What follows belongs to an exercise in optimizing a design on an open flow for small area, a short achievable clock period and few clock cycles per item; a production flow would make more cautious choices.
In this exercise RTL edits were held to simulation tests only and were not proved equivalent to the original.
Power and IR drop assume default switching activity. The flow treats the clock pin as an ideal source, which a real chip does not have.

===== flow/config.mk =====
export PLATFORM = sky130hd
export DESIGN_NAME = sprite_compositor_n
export DESIGN_NICKNAME = sprite_compositor_n
export VERILOG_FILES = /design/flow/design.v
export SDC_FILE = /design/flow/constraint.sdc
export NUM_CORES = 4
export LEC_CHECK = 0
export CAP_MARGIN = 20
export CORE_MARGIN = 2
export CORE_UTILIZATION = 40
export SETUP_SLACK_MARGIN = 2.55
export SLEW_MARGIN = 20

===== flow/constraint.sdc =====
create_clock -name core_clock -period 4.5 [get_ports {clk_25}]
set_input_delay 0.9000 -clock core_clock [delete_from_list [all_inputs] [get_ports {clk_25}]]
set_output_delay 0.9000 -clock core_clock [all_outputs]
set_load 0.01 [all_outputs]

===== flow/design.v =====
module sprite_compositor_n #(
  parameter int N_SPRITES = 8,
  parameter int SPR_SIZE  = 16,
  parameter int COORD_W   = 10,
  parameter int PAL_DEPTH = 16,
  parameter int COLOR_W   = 8,
  parameter int SLOT_W    = (N_SPRITES > 1) ? $clog2(N_SPRITES) : 1,
  parameter int SEL_WP    = $clog2(SPR_SIZE + 1),
  parameter int PAL_WP    = (PAL_DEPTH > 1) ? $clog2(PAL_DEPTH) : 1,
  parameter int DATA_W    = ((2 * COORD_W + PAL_WP + 2) > SPR_SIZE) ? (2 * COORD_W + PAL_WP + 2) : SPR_SIZE
) (
  input  logic                 clk_25,
  input  logic                 n_reset,
  input  logic                 wr_en,
  input  logic [SLOT_W-1:0]    wr_slot,
  input  logic [SEL_WP-1:0]    wr_sel,
  input  logic [DATA_W-1:0]    wr_data,
  input  logic                 att_color,
  input  logic [PAL_WP-1:0]    pal_addr,
  input  logic [3*COLOR_W-1:0] data_color,
  input  logic                 coll_clr,
  input  logic                 pix_valid,
  input  logic [COORD_W-1:0]   row,
  input  logic [COORD_W-1:0]   column,
  input  logic [COLOR_W-1:0]   FIFO_Red,
  input  logic [COLOR_W-1:0]   FIFO_Green,
  input  logic [COLOR_W-1:0]   FIFO_Blue,
  output logic [COLOR_W-1:0]   VGA_R,
  output logic [COLOR_W-1:0]   VGA_G,
  output logic [COLOR_W-1:0]   VGA_B,
  output logic                 out_valid,
  output logic [N_SPRITES-1:0] collision
);
  localparam int N     = N_SPRITES;
  localparam int PAL_W = PAL_WP;
  localparam int RGB_W = 3 * COLOR_W;
  logic [N-1:0][15:0][15:0] bmp_q;      
  logic [N-1:0][9:0]        x_q, y_q;
  logic [N-1:0][PAL_W-1:0]  pi_q;
  logic [N-1:0]             md_q;
  logic [N-1:0]             en_q;
  logic [PAL_DEPTH-1:0][RGB_W-1:0] pal_q;   
  logic [N-1:0]       slot_we, attr_we;
  logic [N-1:0][15:0] row_we;
  logic [PAL_DEPTH-1:0] pal_we;
  always_comb begin
    for (int s = 0; s < N; s++) begin
      slot_we[s] = wr_en && (wr_slot == SLOT_W'(s));
      attr_we[s] = slot_we[s] && (wr_sel == '0);
      for (int r = 0; r < 16; r++)
        row_we[s][r] = slot_we[s] && (wr_sel == SEL_WP'(r + 1));
    end
    for (int p = 0; p < PAL_DEPTH; p++)
      pal_we[p] = att_color && (pal_addr == PAL_W'(p));
  end
  logic [DATA_W-1:0] wr_din;
  logic [RGB_W-1:0]  pal_din;
  assign wr_din  = wr_data & {DATA_W{n_reset}};
  assign pal_din = data_color & {RGB_W{n_reset}};
  always_ff @(posedge clk_25) begin
    for (int s = 0; s < N; s++) begin
      if (attr_we[s] || !n_reset) begin
        x_q[s]  <= wr_din[9:0];
        y_q[s]  <= wr_din[19:10];
        pi_q[s] <= wr_din[23:20];
        en_q[s] <= wr_din[24];
        md_q[s] <= wr_din[25];
      end
      for (int r = 0; r < 16; r++)
        if (row_we[s][r] || !n_reset) bmp_q[s][r] <= wr_din[15:0];
    end
    for (int p = 0; p < PAL_DEPTH; p++)
      if (pal_we[p] || !n_reset) pal_q[p] <= pal_din;
  end
  logic                v0_q, v1_q, v2_q, v3_q, v4_q, ov_q;
  logic [RGB_W-1:0]    bg0_q, bg1_q, bg2_q, bg3_q, bg4_q;
  logic [N-1:0][3:0]   col0_q;
  logic [3:0]          rlo0_q;
  logic [N-1:0]        in0_q;
  logic [N-1:0][15:0]  rb1_q;
  logic [N-1:0][3:0]   dy1_q;
  logic [N-1:0]        in1_q;
  logic [N-1:0]        hit2_q;
  logic [PAL_W-1:0]    pi3_q;
  logic                md3_q, any3_q;
  logic [RGB_W-1:0]    p4_q;
  logic                md4_q, any4_q;
  logic [N-1:0]        coll_q;
  logic [RGB_W-1:0]    rgb_q;
  logic [N-1:0][4:0] lox, loy;    
  logic [N-1:0]      inx, iny;
  logic [N-1:0][5:0] ax, bx, ay, by;
  logic [N-1:0]      in0_d;
  logic [N-1:0][3:0] col0_d;
  always_comb begin
    for (int s = 0; s < N; s++) begin
      lox[s] = {1'b0, column[3:0]} - {1'b0, x_q[s][3:0]};
      loy[s] = {1'b0, row[3:0]}    - {1'b0, y_q[s][3:0]};
      ax[s]  = column[9:4];
      bx[s]  = ~x_q[s][9:4];
      ay[s]  = row[9:4];
      by[s]  = ~y_q[s][9:4];
      inx[s] = ((ax[s] ^ bx[s] ^ {ax[s][4:0] | bx[s][4:0], ~lox[s][4]}) == '0) &&
               (ax[s][5] | bx[s][5]);
      iny[s] = ((ay[s] ^ by[s] ^ {ay[s][4:0] | by[s][4:0], ~loy[s][4]}) == '0) &&
               (ay[s][5] | by[s][5]);
      in0_d[s]  = en_q[s] & inx[s] & iny[s];
      col0_d[s] = ~lox[s][3:0];     
    end
  end
  logic [N-1:0][15:0] rb1_d;
  logic [N-1:0][3:0]  dy1_d;
  always_comb begin
    for (int s = 0; s < N; s++) begin
      for (int r = 0; r < 16; r++)
        rb1_d[s][r] = bmp_q[s][r][col0_q[s]];
      dy1_d[s] = rlo0_q - y_q[s][3:0];
    end
  end
  logic [N-1:0] hit2_d;
  always_comb begin
    for (int s = 0; s < N; s++)
      hit2_d[s] = in1_q[s] & rb1_q[s][dy1_q[s]];
  end
  logic [PAL_W-1:0] pi3_d;
  logic             md3_d, multi;
  always_comb begin
    pi3_d = '0; md3_d = 1'b0;
    for (int s = N - 1; s >= 0; s--)
      if (hit2_q[s]) begin
        pi3_d = pi_q[s];
        md3_d = md_q[s];
      end
  end
  assign multi = (hit2_q & (hit2_q - N'(1))) != '0;
  logic [RGB_W-1:0] p4_d;
  assign p4_d = pal_q[pi3_q];
  logic [RGB_W-1:0] rgb_d;
  logic [COLOR_W:0] sum_r, sum_g, sum_b;
  always_comb begin
    sum_r = {1'b0, p4_q[23:16]} + {1'b0, bg4_q[23:16]};
    sum_g = {1'b0, p4_q[15:8]}  + {1'b0, bg4_q[15:8]};
    sum_b = {1'b0, p4_q[7:0]}   + {1'b0, bg4_q[7:0]};
    if (!any4_q)     rgb_d = bg4_q;
    else if (!md4_q) rgb_d = p4_q;
    else             rgb_d = {sum_r[8:1], sum_g[8:1], sum_b[8:1]};
  end
  always_ff @(posedge clk_25) begin
    bg0_q <= {FIFO_Red, FIFO_Green, FIFO_Blue};
    col0_q <= col0_d; rlo0_q <= row[3:0]; in0_q <= in0_d;
    bg1_q <= bg0_q; rb1_q <= rb1_d; dy1_q <= dy1_d; in1_q <= in0_q;
    bg2_q <= bg1_q; hit2_q <= hit2_d;
    bg3_q <= bg2_q; pi3_q <= pi3_d; md3_q <= md3_d; any3_q <= |hit2_q;
    bg4_q <= bg3_q; p4_q <= p4_d; md4_q <= md3_q; any4_q <= any3_q;
    rgb_q <= rgb_d;
  end
  always_ff @(posedge clk_25 or negedge n_reset) begin
    if (!n_reset) begin
      v0_q <= 1'b0; v1_q <= 1'b0; v2_q <= 1'b0; v3_q <= 1'b0; v4_q <= 1'b0;
    end else begin
      v0_q <= pix_valid; v1_q <= v0_q; v2_q <= v1_q; v3_q <= v2_q; v4_q <= v3_q;
    end
  end
  always_ff @(posedge clk_25) begin
    if (!n_reset) begin
      ov_q <= 1'b0; coll_q <= '0;
    end else begin
      ov_q <= v4_q;
      if (coll_clr)           coll_q <= '0;
      else if (v2_q && multi) coll_q <= coll_q | hit2_q;
    end
  end
  assign VGA_R     = rgb_q[RGB_W-1 -: COLOR_W];
  assign VGA_G     = rgb_q[2*COLOR_W-1 -: COLOR_W];
  assign VGA_B     = rgb_q[COLOR_W-1:0];
  assign out_valid = ov_q;
  assign collision = coll_q;
endmodule

===== flow/flow/run.sh =====
#!/bin/bash
# Standard layout with two changes: clock tree synthesis adds no dummy balancing
# loads and clusters sinks into larger groups, and the port buffers are plain
# buf_4 cells (which the resizer can size up) instead of delay buffers.
set -e
cp standard.sh standard_copy.log
export CTS_ARGS="-sink_clustering_enable -repair_clock_nets -dont_use_dummy_load -sink_clustering_size 25 -sink_clustering_max_diameter 120"
export BUFFER_PORTS_ARGS="-buffer_cell sky130_fd_sc_hd__buf_4"
bash standard.sh > standard.log 2>&1

===== flow/standard.sh =====
#!/bin/bash
# synth_recipe.tcl (not shown) runs the flow's synth.tcl, then flattens the netlist and writes it again
# the make line also repeats each setting of config.mk as NAME=value (left out here)
make -C /OpenROAD-flow-scripts/flow DESIGN_CONFIG=/design/flow/config.mk WORK_HOME=/design/flow/orfs CLKGATE_MAP_FILE= SYNTH_SCRIPT=/design/flow/synth_recipe.tcl "${@:-finish}"

==> impl_metrics.env, run 1 <==
export IMPL_crit_chain="buf_6"
export IMPL_clkPwrFrac_pct=24.8
export IMPL_p_leak_nw=44.3
export IMPL_setup_viol=0
export IMPL_run_status="timing/DRC/antenna clean"
export IMPL_finalSetupTns_ps=0
export IMPL_ys_ff_latch=3050
export IMPL_port_buffers=144
export IMPL_r2r_start="pi3_q[0]$_DFF_P_"
export IMPL_place_worst_setup_slack_ps=1090
export IMPL_viasPerCell=5.69
export IMPL_synth_main_ff_cell="edfxtp_1"
export IMPL_synthDominantCellAreaShare_pct=69.1
export IMPL_clockRootBuffer="clkbuf_16"
export IMPL_path_class="flip-flop to output port"
export IMPL_maxCapViolations=0
export IMPL_final_max_slew_viol_count=0
export IMPL_dr_pass1_iters=5
export IMPL_routed_wl_um=297000
export IMPL_core_um2=285000
export IMPL_final_antenna_net_count=0
export IMPL_netlist_instances=5153
export IMPL_die_w_um=539
export IMPL_die_h_um=539
export IMPL_n_fill_cell=23300
export IMPL_yosysUniqueCellTypes=52
export IMPL_intPower_w=0.0439
export IMPL_worstPathMaxFanout=2
export IMPL_syn_avg_cell_area_um2=22.3
export IMPL_worstPathArrival_ps=1500
export IMPL_worstPathRequired_ps=3600
export IMPL_worstMarginPinSlew_ps=916
export IMPL_antenna_found_initial=31
export IMPL_p_seq_share_pct=60.4
export IMPL_rsz0062_at_grt="true"
export IMPL_finalClockSkew_ps=95.3
export IMPL_path_delay_family="flip-flops"
export IMPL_fin_crit_ps=2400
export IMPL_dr_total_vias=54100
export IMPL_power_density_nw_per_um2=432
export IMPL_drive_above_1_share_pct=33.7
export IMPL_area_growth_pct=16.0
export IMPL_routedWlPerCell_um=31.2
export IMPL_dieArea_um2=291000
export IMPL_cp_slowest_cell="dfxtp_4"
export IMPL_placed_cells=8983
export IMPL_synth_area_leader_cell="edfxtp_1"
export IMPL_place_congestion=0.793
export IMPL_gr_total_overflow=0
export IMPL_grt_pass1_vias=54900
export IMPL_yosysWarnings=1
export IMPL_netlist_area_um2=115000
export IMPL_hold_viol_final=0
export IMPL_final_core_util_pct=46.6
export IMPL_switching_share_pct=23.5
export IMPL_dp_hpwl_um=156000
export IMPL_stdcell_count=9510
export IMPL_whs_ps=148
export IMPL_crit_reg2reg_capture="p4_q[14]$_DFF_P_"
export IMPL_min_from="pix_valid"
export IMPL_synthArstFlopShare_pct=0.164
export IMPL_nets=6060
export IMPL_crit_path_end_kind="output port"
export IMPL_critPathMaxStageDelay_ps=500
export IMPL_grt_max_degree=74
export IMPL_period_share_pct=53.3
export IMPL_cts_sinks=3050
export IMPL_ir_drop_uv=414
export IMPL_cts_reportedPaths_clkPinSlew_ps=100
export IMPL_drt_iter0_drc=6164
export IMPL_cp_num_buf_inv=1
export IMPL_numCtsBuffers=148
export IMPL_power_switching_w=0.0135
export IMPL_io_pins=145
export IMPL_grt_total_usage_pct=20.1
export IMPL_min_path_cells=1
export IMPL_drc=0
export IMPL_hold_end="v0_q$_DFF_PN0_"
export IMPL_syn_nets=5481
export IMPL_grt_pass1_wl_um=417000
export IMPL_synthTopCellsByArea="edfxtp_1 (69%), mux4_2 (16%), dfxtp_1 (7.1%)"
export IMPL_synth_edff_count=2640
export IMPL_initial_core_util_pct=40.2
export IMPL_combPwrFrac_pct=14.8
export IMPL_clockBufferDepth=4
export IMPL_cts_tree="yes"
export IMPL_clk_latency_ps=870
export IMPL_timing_final_ws_setup_ps=2100
export IMPL_num_rows=196
export IMPL_reg2reg_depth=5
export IMPL_htree_levels=4
export IMPL_fmax_ghz=0.417
export IMPL_ys_seq_area_share_pct=76.3
export IMPL_slew_headroom_pct=39.0
export IMPL_r2r_slack_ps=2410
export IMPL_cp_start_kind="flip-flop"
export IMPL_hold_class="input pin to flip-flop"
power groups by stage:
stage	clock network, W	logic (W)	registers, W
finish	0.0142	0.00851	0.0347
global route	0.0155	0.00897	0.0349
CTS	0.0146	0.00842	0.0347
detailed placement	0	0.00755	0.0356
global placement	0	0.00746	0.0355
floorplan	0	0.00548	0.0348
cell usage after synthesis, types with 9 or more instances:
| cell | instances |
|---|---|
| nor2_1 | 36 |
| nand3b_1 | 10 |
| dfxtp_1 | 405 |
| clkbuf_1 | 78 |
| nor2b_1 | 23 |
| a21oi_1 | 71 |
| buf_4 | 40 |
| a21o_1 | 30 |
| mux4_2 | 800 |
| buf_1 | 60 |
| nand3_1 | 23 |
| ha_1 | 197 |
| and2_1 | 63 |
| nor3_1 | 21 |
| edfxtp_1 | 2640 |
| inv_1 | 112 |
| a2111oi_0 | 9 |
| nor4_1 | 17 |
| nand2b_1 | 16 |
| fa_1 | 19 |
| xor2_1 | 68 |
| nand2_1 | 33 |
| o21ai_0 | 169 |
| xnor2_1 | 77 |
| buf_2 | 35 |
| nand4_1 | 15 |
| mux2i_1 | 9 |
timing repair:
action	4_1_cts	5_1_grt
endpoints found under the setup margin	2543	791
hold buffers	1	0
pin swaps	113	39
gates resized for setup	202	55
endpoints found under the hold margin	5	0
gates cloned	26	9
buffers inserted	253	70
kinds of logic after synthesis:
kind of cell | share of synthesized area (%)
xor gates and xnor gates | 1.11
DFF | 76.3
buffers and inverters | 1.31
and+or+nand+nor | 1.35
AOI/OAI and AO/OA | 1.62
muxes | 15.8
adders and majority gates | 2.48
worst max-delay path by stage:
stage,startpoint,end,cells past startpoint
global route,coll_q[3]$_SDFFE_PP0P_,collision[3],1
detailed placement,wr_sel[0],bmp_q[1563]$_DFFE_PP_,5
global placement,wr_sel[0],bmp_q[1044]$_DFFE_PP_,5
finish,coll_q[3]$_SDFFE_PP0P_,collision[3],1
floorplan,wr_slot[0],en_q[7]$_DFFE_PP_,3
CTS,coll_q[3]$_SDFFE_PP0P_,collision[3],1
metrics by stage:
stage	instance area, um2	power, W
final	133000	0.0574
after global placement	123000	0.0429
after floorplan	117000	0.0402
after global routing	133000	0.0594
after detailed placement	123000	0.0432
after CTS	131000	0.0577
layer usage:
metal,up-vias,share of wire [%],GRT usage (%)
met5,-,0.030,0
met4,14,2.6,4.85
met3,302,6.2,2.31
met2,1940,51,34.5
met1,29600,41,27.5
li1,22300,-,-
flip-flops by register name (all words and copies together), names as in the netlist, 8 cells and up:
signal and count:
in0_q 8, y_q 80, col0_q 32, x_q 80, bg4_q 24, rgb_q 24, p4_q 24, in1_q 8
hit2_q 8, pal_q 384, en_q 8, md_q 8, bg2_q 24, pi_q 32, bg1_q 24, coll_q 8
rb1_q 128, bg3_q 24, bmp_q 2048, dy1_q 32, bg0_q 24
cell usage in the layout (no fill, tap or decap), types with 77 or more instances in the layout:
cell	netlist	final
buf_12	0	199
mux4_2	800	800
ha_1	197	189
clkbuf_16	0	156
dfxtp_1	405	333
inv_1	112	99
o21ai_4	0	161
buf_4	40	322
edfxtp_1	2640	2640
xnor2_1	77	77
layout make-up:
class / count / area (um2) / share of cell area, %
inverters: 112 / 469 / 0.353
repair buffers: 632 / 8220 / 6.18
multi-input cells: 1788 / 28200 / 21.2
diodes: 18 / 45.0 / 0.0339
clock buffers: 148 / 3700 / 2.78
flip-flops and latches: 3050 / 87700 / 65.9
well taps: 3762 / 4710 / 3.54
Testbench counts, summed over its fixed seeds: cycles 33,536, pixels 32,768.
==> run 2: changes to the inputs <==
==> flow/flow/run.sh (replaced) <==
#!/bin/bash
# Standard layout with two changes: clock tree synthesis adds no dummy balancing
# loads and clusters sinks into larger groups, and the port buffers are plain
# buf_4 cells (which the resizer can size up) instead of delay buffers.
set -e
cp standard.sh standard_copy.log
export CTS_ARGS="-sink_clustering_enable -repair_clock_nets -dont_use_dummy_load -sink_clustering_size 30 -sink_clustering_max_diameter 100"
export BUFFER_PORTS_ARGS="-buffer_cell sky130_fd_sc_hd__buf_4"
bash standard.sh > standard.log 2>&1
--- a/flow/config.mk
+++ b/flow/config.mk
@@ -8,5 +8,5 @@
 export CAP_MARGIN = 20
 export CORE_MARGIN = 2
 export CORE_UTILIZATION = 40
-export SETUP_SLACK_MARGIN = 2.55
+export SETUP_SLACK_MARGIN = 2.6
 export SLEW_MARGIN = 20
==> impl_metrics.env, run 2 <==
export IMPL_run_status="timing/DRC/antenna clean"
export IMPL_worstPathRequired_ps=3600
export IMPL_cts_reportedPaths_clkPinSlew_ps=110
export IMPL_yosys_top_cells_count="edfxtp_1 (2,640), mux4_2 (800), dfxtp_1 (405)"
export IMPL_finalSetupTns_ps=0
export IMPL_synth_main_ff_cell="edfxtp_1"
export IMPL_cts_tree="yes"
export IMPL_power_density_nw_per_um2=420
export IMPL_netlist_area_um2=115000
export IMPL_die_h_um=539
export IMPL_grt_pass1_vias=54800
export IMPL_htree_levels=3
export IMPL_grt_pass1_wl_um=419000
export IMPL_core_um2=285000
export IMPL_drc=0
export IMPL_worstPathArrival_ps=1250
export IMPL_routedWlPerCell_um=31.5
export IMPL_hold_viol_final=0
export IMPL_port_buffers=144
export IMPL_area_growth_pct=16.5
export IMPL_whs_ps=86.4
export IMPL_drt_iter0_drc=6145
export IMPL_hold_class="input pin to asynchronous set/reset pin"
export IMPL_top_register="bmp_q"
export IMPL_n_fill_cell=23100
export IMPL_synthDominantCellAreaShare_pct=69.1
export IMPL_initial_core_util_pct=40.2
export IMPL_syn_nets=5481
export IMPL_rsz0062_at_grt="true"
export IMPL_viasPerCell=5.70
export IMPL_clk_latency_ps=810
export IMPL_grt_total_usage_pct=20.3
export IMPL_cp_slowest_cell="dfxtp_2"
export IMPL_grt_max_degree=93
export IMPL_synth_edff_count=2640
export IMPL_dp_hpwl_um=153000
export IMPL_fmax_ghz=0.464
export IMPL_io_pins=145
export IMPL_path_delay_family="flip-flops"
export IMPL_ir_drop_uv=363
export IMPL_yosysWarnings=1
export IMPL_dieArea_um2=291000
export IMPL_period_share_pct=47.9
export IMPL_placed_area_um2=123000
export IMPL_antenna_found_initial=36
export IMPL_nets=6094
export IMPL_ys_ff_latch=3050
export IMPL_drive_above_1_share_pct=34.6
export IMPL_largest_reg_flops=2048
export IMPL_slew_headroom_pct=35.7
export IMPL_finalClockSkew_ps=106
export IMPL_stdcell_count=9532
export IMPL_synth_area_leader_cell="edfxtp_1"
export IMPL_largestRegisters="bmp_q: 2048 flops, pal_q: 384 flops, rb1_q: 128 flops"
export IMPL_placed_cells=8981
export IMPL_crit_chain="buf_6"
export IMPL_cts_sinks=3050
export IMPL_numCtsBuffers=115
export IMPL_worstMarginPinSlew_ps=965
export IMPL_clockRootBuffer="clkbuf_16"
export IMPL_netlist_instances=5153
export IMPL_clockBufferDepth=3
export IMPL_die_w_um=539
export IMPL_ys_seq_area_share_pct=76.3
export IMPL_final_cell_area_um2=134000
export IMPL_setup_viol=0
export IMPL_routed_wl_um=300000
export IMPL_syn_avg_cell_area_um2=22.3
export IMPL_power_w=0.0561
export IMPL_dr_pass1_iters=5
export IMPL_p_leak_nw=44.5
export IMPL_critPathMaxStageDelay_ps=340
export IMPL_fin_crit_ps=2150
export IMPL_num_rows=196
export IMPL_final_cell_mix="edfxtp_1 (2,640), mux4_2 (800), buf_4 (351)"
export IMPL_final_common_cell="edfxtp_1"
export IMPL_path_class="flip-flop to output port"
export IMPL_final_antenna_net_count=0
export IMPL_yosysMostFrequentCell="edfxtp_1"
export IMPL_place_congestion=0.781
export IMPL_gr_total_overflow=0
export IMPL_final_max_slew_viol_count=0
export IMPL_dr_total_vias=54300
export IMPL_synthTopCellsByArea="edfxtp_1 (69%), mux4_2 (16%), dfxtp_1 (7.1%)"
export IMPL_crit_path_end_kind="output port"
export IMPL_maxCapViolations=0
export IMPL_worstPathMaxFanout=1
export IMPL_cp_start_kind="flip-flop"
export IMPL_synthArstFlopShare_pct=0.164
export IMPL_yosysUniqueCellTypes=52
export IMPL_cp_num_buf_inv=1
-- run 2: cell count changes in the layout (fill, tap and decap cells not counted), sizes merged, moves of 7 or more --
cell    before  now
clkbuf     156  128
and2        69   76
buf        623  679
diode       18    6
-- run 2: metrics by stage --
step / setup WS, ps / util (%)
floorplan: 2000 / -
global placement: 1280 / 43.2
detailed placement: 1200 / 43.2
CTS: 2260 / 46.3
global route: 2270 / 46.8
finish: 2350 / 46.8
-- run 2: path summary, 6_finish.rpt --
check,from,end,slack [ps],cells past startpoint
max,rgb_q[18]$_DFF_P_,VGA_R[2],2350,1
max in group asynchronous,n_reset,v4_q$_DFF_PN0_,3410,2
min in group core_clock,FIFO_Red[0],bg0_q[16]$_DFF_P_,220,1
min reg2reg,bg2_q[17]$_DFF_P_,bg3_q[17]$_DFF_P_,290,0
min,n_reset,v3_q$_DFF_PN0_,90,1
max reg2reg,pi3_q[0]$_DFF_P_,p4_q[23]$_DFF_P_,2410,5
-- run 2: kinds of logic after synthesis --
group	after synthesis	synth area share (%)
fa+ha+maj	216	2.48
flops	3050	76.3
buf+inv	331	1.31
xor+xnor	145	1.11
mux	812	15.8
compound gates	322	1.62
simple gates	277	1.35
-- run 2: power by group --
part / leakage (nW) / internal [W] / switching [W]
Combinational: 14.1 / 0.00458 / 0.00427
Clock: 1.42 / 0.00459 / 0.00800
Sequential: 29.0 / 0.0337 / 0.000996
-- run 2: what timing repair did --
action,CTS,global route
setup endpoints to repair,3248,1156
pin swaps,137,36
endpoints found under the hold margin,1,0
gates resized for setup,272,71
hold buffers,1,0
setup buffers,298,69
cloned,48,14
-- run 2: layer usage --
metal  wire length, um  up-vias  global-route usage [%]
met1            123000    29700                    27.6
met3             17800      322                    2.46
met5               125        -                       0
met4              8280       20                    5.16
met2            151000     1892                    34.6
li1                  -    22400                       -
-- run 2: final cells by class --
cell class	instances	area [um2]	share of cell area [%]
multi-input combinational	1793	28400	21.3
sequential	3050	87700	65.6
antenna	6	15.0	0.0112
timing repair buffer	694	9380	7.02
inverter	112	477	0.357
clock buffer	115	2880	2.15
tap	3762	4710	3.52
-- run 2: worst register-to-register path, cell delays in order (launching register included) --
cell and delay, ps:
dfxtp_4 390, buf_12 160, buf_12 140, buf_16 120, mux4_2 510, mux4_2 560
==> run 3: changes to the inputs <==
--- a/flow/config.mk
+++ b/flow/config.mk
@@ -8,5 +8,5 @@
 export CAP_MARGIN = 20
 export CORE_MARGIN = 2
 export CORE_UTILIZATION = 40
-export SETUP_SLACK_MARGIN = 2.6
+export SETUP_SLACK_MARGIN = 2.7
 export SLEW_MARGIN = 20
==> impl_metrics.env, run 3 <==
export IMPL_num_rows=196
export IMPL_crit_chain="buf_12"
export IMPL_netlist_instances=5153
export IMPL_fin_crit_ps=2270
export IMPL_gr_total_overflow=0
export IMPL_io_pins=145
export IMPL_worstPathMaxFanout=2
export IMPL_maxCapViolations=0
export IMPL_ys_ff_latch=3050
export IMPL_wl_met3_um=17900
export IMPL_fmax_ghz=0.440
export IMPL_routed_wl_um=306000
export IMPL_yosysWarnings=1
export IMPL_hold_viol_final=0
export IMPL_finalClockSkew_ps=114
export IMPL_synth_main_ff_cell="edfxtp_1"
export IMPL_top_register="bmp_q"
export IMPL_ir_drop_uv=367
export IMPL_worstPathRequired_ps=3600
export IMPL_hold_class="input pin to flip-flop"
export IMPL_wl_met2_um=155000
export IMPL_synthArstFlopShare_pct=0.164
export IMPL_grt_total_usage_pct=20.8
export IMPL_htree_levels=3
export IMPL_clk_latency_ps=850
export IMPL_netlist_area_um2=115000
export IMPL_path_class="flip-flop to output port"
export IMPL_place_congestion=0.808
export IMPL_power_switching_w=0.0136
export IMPL_run_status="timing/DRC/antenna clean"
export IMPL_critPathMaxStageDelay_ps=380
export IMPL_nets=6174
export IMPL_clkPwrFrac_pct=22.3
export IMPL_power_w=0.0568
export IMPL_finalSetupTns_ps=0
export IMPL_dr_max_layer_used="met5"
export IMPL_drt_iter0_drc=5980
export IMPL_p_seq_share_pct=61.0
export IMPL_yosysUniqueCellTypes=52
export IMPL_power_density_nw_per_um2=419
export IMPL_worstMarginPinSlew_ps=998
export IMPL_clockRootBuffer="clkbuf_16"
export IMPL_dr_pass1_iters=5
export IMPL_largest_reg_flops=2048
export IMPL_dp_hpwl_um=155000
export IMPL_path_delay_family="flip-flops"
export IMPL_drc=0
export IMPL_yosysMostFrequentCell="edfxtp_1"
export IMPL_syn_nets=5481
export IMPL_crit_path_end_kind="output port"
export IMPL_core_um2=285000
export IMPL_die_h_um=539
export IMPL_intPower_w=0.0432
export IMPL_port_buffers=144
export IMPL_final_core_util_pct=47.6
export IMPL_viasPerCell=5.69
export IMPL_synth_area_leader_cell="edfxtp_1"
export IMPL_area_growth_pct=18.4
export IMPL_drive_above_1_share_pct=36.9
export IMPL_worstPathArrival_ps=1370
export IMPL_wl_met1_um=124000
export IMPL_cp_num_buf_inv=1
export IMPL_ys_seq_area_share_pct=76.3
export IMPL_antenna_found_initial=25
export IMPL_cts_tree="yes"
export IMPL_initial_core_util_pct=40.2
export IMPL_final_cell_mix="edfxtp_1 (2,640), mux4_2 (800), buf_4 (356)"
export IMPL_clockBufferDepth=3
export IMPL_synthDominantCellAreaShare_pct=69.1
export IMPL_cp_slowest_cell="dfxtp_4"
export IMPL_rsz0062_at_grt="true"
export IMPL_dr_total_vias=54800
export IMPL_switching_share_pct=23.9
export IMPL_yosys_top_cells_count="edfxtp_1 (2,640), mux4_2 (800), dfxtp_1 (405)"
export IMPL_final_antenna_net_count=0
export IMPL_p_leak_nw=45.3
export IMPL_die_w_um=539
export IMPL_cts_reportedPaths_clkPinSlew_ps=110
export IMPL_combPwrFrac_pct=16.6
export IMPL_numCtsBuffers=117
export IMPL_final_max_slew_viol_count=0
export IMPL_synth_edff_count=2640
export IMPL_final_common_cell="edfxtp_1"
export IMPL_synthTopCellsByArea="edfxtp_1 (69%), mux4_2 (16%), dfxtp_1 (7.1%)"
export IMPL_cp_start_kind="flip-flop"
export IMPL_routedWlPerCell_um=31.8
export IMPL_syn_avg_cell_area_um2=22.3
export IMPL_period_share_pct=50.5
export IMPL_largestRegisters="bmp_q: 2048 flops, pal_q: 384 flops, rb1_q: 128 flops"
export IMPL_grt_pass1_wl_um=429000
export IMPL_cts_sinks=3050
export IMPL_setup_viol=0
export IMPL_dieArea_um2=291000
export IMPL_grt_pass1_vias=55700
export IMPL_grt_max_degree=105
export IMPL_slew_headroom_pct=33.4
-- run 3: cell counts after synthesis --
Identical to the previous run, type by type.
-- run 3: final timing paths --
path / start / to / slack (ps) / depth (start not counted)
worst min register to register: bg1_q[20]$_DFF_P_ / bg2_q[20]$_DFF_P_ / 260 / 0
min in group asynchronous: n_reset / v3_q$_DFF_PN0_ / 340 / 2
worst min-delay path: pix_valid / v0_q$_DFF_PN0_ / 190 / 1
worst max-delay path: coll_q[3]$_SDFFE_PP0P_ / collision[3] / 2230 / 1
max in group asynchronous: n_reset / v0_q$_DFF_PN0_ / 3600 / 2
worst max register to register: pi3_q[0]$_DFF_P_ / p4_q[14]$_DFF_P_ / 2430 / 5
-- run 3: timing repair --
item / in CTS / in global routing
hold buffers: 1 / 0
gates cloned: 74 / 12
hold endpoints to repair: 3 / 0
endpoints found under the setup margin: 3797 / 1083
buffers inserted: 353 / 67
pin swaps: 163 / 64
resized for setup: 365 / 125
-- run 3: logic make-up (layout without fill, tap and decap cells) --
family                   Yosys count  in the layout  share of synthesized area (%)
multiplexers                     812            812                           15.8
adder cells (fa/ha/maj)          216            216                           2.48
XOR/XNOR                         145            145                           1.11
other                              0             22                              0
AO/OA/AOI/OAI                    322            330                           1.62
AND/OR/NAND/NOR                  277            287                           1.35
flip-flops                      3050           3050                           76.3
buffers and inverters            331           1004                           1.31
-- run 3: layout make-up --
type,count,area [um2]
flip-flops and latches,3050,87700
fillers,23000,149000
inverters,112,473
diodes,22,55.1
multi-input cells,1790,28900
repair buffers,775,11000
clock buffers,117,2930
well taps,3762,4710
-- run 3: through the flow --
step / hold slack [ps] / cell area [um2] / setup WS [ps] / std cells
4_1_cts: 126 / 134000 / 2150 / 9527
5_1_grt: 151 / 136000 / 2180 / 9624
3_5_place_dp: 312 / 123000 / 1170 / 8982
3_3_place_gp: 312 / 123000 / 1230 / 8982
6_report: 190 / 136000 / 2230 / 9628
2_1_floorplan: 310 / 117000 / 2000 / 5153
-- run 3: power by group through the flow --
stage	Sequential, W	Clock, W	Combinational (W)
finish	0.0347	0.0127	0.00945
global route	0.0349	0.0138	0.00991
CTS	0.0347	0.0130	0.00928
detailed placement	0.0356	0	0.00758
global placement	0.0355	0	0.00753
floorplan	0.0348	0	0.00556
-- run 3: metal layers --
| metal | up-vias | global-route usage (%) |
|---|---|---|
| met3 | 323 | 2.55 |
| met2 | 1872 | 35.7 |
| met4 | 6 | 5.44 |
| met5 | - | 0 |
| met1 | 30100 | 28.0 |
| li1 | 22600 | - |
==> run 4: changes to the inputs <==
==> flow/flow/run.sh (replaced) <==
#!/bin/bash
# Standard layout with two changes: clock tree synthesis adds no dummy balancing
# loads and clusters sinks into larger groups, and the port buffers are plain
# buf_4 cells (which the resizer can size up) instead of delay buffers.
set -e
cp standard.sh standard_copy.log
export CTS_ARGS="-sink_clustering_enable -repair_clock_nets -dont_use_dummy_load -sink_clustering_size 28 -sink_clustering_max_diameter 110"
export BUFFER_PORTS_ARGS="-buffer_cell sky130_fd_sc_hd__buf_4"
bash standard.sh > standard.log 2>&1
--- a/flow/config.mk
+++ b/flow/config.mk
@@ -8,5 +8,5 @@
 export CAP_MARGIN = 20
 export CORE_MARGIN = 2
 export CORE_UTILIZATION = 40
-export SETUP_SLACK_MARGIN = 2.7
+export SETUP_SLACK_MARGIN = 2.6
 export SLEW_MARGIN = 20
==> impl_metrics.env, run 4 <==
export IMPL_run_status="timing/DRC/antenna clean"
export IMPL_p_leak_nw=44.3
export IMPL_placed_cells=8981
export IMPL_ys_ff_latch=3050
export IMPL_crit_path_end_kind="output port"
export IMPL_power_switching_w=0.0134
export IMPL_io_pins=145
export IMPL_area_growth_pct=16.3
export IMPL_drive_above_1_share_pct=34.3
export IMPL_dr_total_vias=54200
export IMPL_htree_levels=3
export IMPL_die_w_um=539
export IMPL_core_um2=285000
export IMPL_regArea_um2=87700
export IMPL_fmax_ghz=0.458
export IMPL_path_delay_family="flip-flops"
export IMPL_synthDominantCellAreaShare_pct=69.1
export IMPL_grt_total_usage_pct=20.1
export IMPL_synth_area_leader_cell="edfxtp_1"
export IMPL_ys_seq_area_share_pct=76.3
export IMPL_grt_max_degree=93
export IMPL_synthTopCellsByArea="edfxtp_1 (69%), mux4_2 (16%), dfxtp_1 (7.1%)"
export IMPL_largestRegisters="bmp_q: 2048 flops, pal_q: 384 flops, rb1_q: 128 flops"
export IMPL_final_core_util_pct=46.8
export IMPL_routedWlPerCell_um=31.5
export IMPL_syn_nets=5481
export IMPL_netlist_area_um2=115000
export IMPL_combPwrFrac_pct=15.6
export IMPL_cp_slowest_cell="dfxtp_2"
export IMPL_worstMarginPinSlew_ps=840
export IMPL_final_cell_mix="edfxtp_1 (2,640), mux4_2 (800), buf_4 (332)"
export IMPL_worstPathRequired_ps=3600
export IMPL_place_congestion=0.781
export IMPL_rsz0062_at_grt="true"
export IMPL_routed_wl_um=299000
export IMPL_synth_edff_count=2640
export IMPL_cp_num_buf_inv=1
export IMPL_final_antenna_net_count=0
export IMPL_switching_share_pct=23.7
export IMPL_multiInputGateArea_um2=28400
export IMPL_antenna_found_initial=37
export IMPL_critPathMaxStageDelay_ps=360
export IMPL_cp_start_kind="flip-flop"
export IMPL_clockBufferDepth=3
export IMPL_cts_reportedPaths_clkPinSlew_ps=100
export IMPL_worstPathArrival_ps=1280
export IMPL_power_density_nw_per_um2=423
export IMPL_cts_tree="yes"
export IMPL_dp_hpwl_um=153000
export IMPL_num_rows=196
export IMPL_clockRootBuffer="clkbuf_16"
export IMPL_n_fill_cell=23200
export IMPL_ir_drop_uv=400
export IMPL_stdcell_count=9509
export IMPL_yosys_top_cells_count="edfxtp_1 (2,640), mux4_2 (800), dfxtp_1 (405)"
export IMPL_synth_main_ff_cell="edfxtp_1"
export IMPL_final_cell_area_um2=133000
export IMPL_crit_chain="buf_6"
export IMPL_maxCapViolations=0
export IMPL_yosysWarnings=1
export IMPL_setup_viol=0
export IMPL_numCtsBuffers=121
export IMPL_worstPathMaxFanout=2
export IMPL_synthArstFlopShare_pct=0.164
export IMPL_grt_pass1_wl_um=415000
export IMPL_fin_crit_ps=2180
export IMPL_placed_area_um2=123000
export IMPL_p_seq_share_pct=61.5
export IMPL_hold_class="input pin to flip-flop"
export IMPL_cts_sinks=3050
export IMPL_slew_headroom_pct=44.0
export IMPL_drc=0
export IMPL_largest_reg_flops=2048
export IMPL_die_h_um=539
export IMPL_yosysUniqueCellTypes=52
export IMPL_netlist_instances=5153
export IMPL_syn_avg_cell_area_um2=22.3
export IMPL_nets=6069
export IMPL_period_share_pct=48.5
export IMPL_gr_total_overflow=0
export IMPL_grt_pass1_vias=54300
export IMPL_yosysMostFrequentCell="edfxtp_1"
export IMPL_final_common_cell="edfxtp_1"
export IMPL_power_w=0.0564
export IMPL_finalSetupTns_ps=0
export IMPL_viasPerCell=5.70
export IMPL_dr_pass1_iters=5
export IMPL_clk_latency_ps=860
export IMPL_final_max_slew_viol_count=0
export IMPL_initial_core_util_pct=40.2
export IMPL_intPower_w=0.0430
export IMPL_port_buffers=144
export IMPL_path_class="flip-flop to output port"
export IMPL_finalClockSkew_ps=111
export IMPL_clkPwrFrac_pct=22.9
export IMPL_drt_iter0_drc=6655
export IMPL_hold_viol_final=0
export IMPL_dieArea_um2=291000
export IMPL_top_register="bmp_q"
## run 4: cell types whose count changed in the layout (fill, tap and decap cells not counted), moves of 17 or more
cell,before,now
buf_12,237,212
buf_16,75,45
buf_4,356,332
buf_6,75,50
dfxtp_2,38,55
ha_1,168,189
ha_4,26,8
## run 4: power by group through the flow
| stage | clock, W | sequential [W] | combinational (W) |
|---|---|---|---|
| 2_1_floorplan | 0 | 0.0348 | 0.00549 |
| 3_3_place_gp | 0 | 0.0354 | 0.00749 |
| 3_5_place_dp | 0 | 0.0356 | 0.00755 |
| 4_1_cts | 0.0132 | 0.0347 | 0.00858 |
| 5_1_grt | 0.0140 | 0.0349 | 0.00926 |
| 6_report | 0.0129 | 0.0347 | 0.00878 |
## run 4: path summary, 6_finish.rpt
| check | from | endpoint | slack [ps] | depth (start not counted) |
|---|---|---|---|---|
| min in group asynchronous | n_reset | v2_q$_DFF_PN0_ | 590 | 2 |
| setup reg to reg | pi3_q[0]$_DFF_P_ | p4_q[6]$_DFF_P_ | 2390 | 4 |
| hold reg to reg | bg0_q[3]$_DFF_P_ | bg1_q[3]$_DFF_P_ | 260 | 0 |
| hold / removal | pix_valid | v0_q$_DFF_PN0_ | 200 | 1 |
| max in group asynchronous | n_reset | v4_q$_DFF_PN0_ | 3390 | 2 |
| setup / recovery | coll_q[6]$_SDFFE_PP0P_ | collision[6] | 2320 | 1 |
## run 4: final cells by class
type | instances | area share (%)
Tap cell | 3762 | 3.53
Timing Repair Buffer | 663 | 6.76
Antenna cell | 8 | 0.0150
Clock buffer | 121 | 2.27
Multi-Input combinational cell | 1793 | 21.3
Sequential cell | 3050 | 65.7
Inverter | 112 | 0.349
## run 4: logic make-up after synthesis
group / Yosys count / share of synthesized area, %
DFF: 3050 / 76.3
muxes: 812 / 15.8
buffers and inverters: 331 / 1.31
AOI/OAI and AO/OA: 322 / 1.62
and+or+nand+nor: 277 / 1.35
adders and majority gates: 216 / 2.48
xor gates and xnor gates: 145 / 1.11
## run 4: layer usage
layer / up-vias / part of all wire (%) / wire [um] / track usage, %
li1: 22300 / - / - / -
met1: 29600 / 40 / 121000 / 27.7
met2: 1934 / 50 / 150000 / 34.1
met3: 302 / 6.8 / 20500 / 2.64
met4: 14 / 2.6 / 7900 / 4.53
met5: - / 0.030 / 90 / 0
## run 4: timing repair
action / CTS / global route
pin swaps: 113 / 51
resized for setup: 248 / 82
setup buffers: 259 / 82
endpoints found under the hold margin: 2 / 0
endpoints found under the setup margin: 3162 / 1343
hold buffers: 1 / 0
cloned: 38 / 19
## run 4: stage by stage
stage	worst slack, ps	hold slack, ps
after floorplan	2000	310
after global placement	1280	312
after detailed placement	1200	312
after CTS	2230	129
after global routing	2240	147
final	2320	197

==> static timing again, ports no longer ideal <==
Ports are ideal in the flow. The routed layouts listed here were re-timed in OpenROAD.
Step 1 assumes that a clkbuf_16 drives the clock port and a buf_2 every other input.
Step 2 times the ports against the registers' clock, not the clock port: input delays grow and output delays shrink by t, the midpoint of the rising clock arrivals with the driver on.
Three values: ideal, step 1, step 2; two values: the first two.
run | t (ns) | setup WS [ns] | worst setup path after step 2 | pins driven straight from the clock port
run 1 | 0.936 | 2.100 / 1.995 / 1.558 | input to register | 1
run 2 | 0.871 | 2.346 / 2.252 / 1.683 | input to register | 1
run 3 | 0.871 | 2.228 / 2.132 / 1.771 | input to register | 1
run 4 | 0.866 | 2.316 / 2.223 / 1.602 | input to register | 1
After both steps setup and hold are still met in every run listed. The setup slack of run 4, which loses most, moves by -0.093 ns with the drivers and by -0.714 ns with both steps.
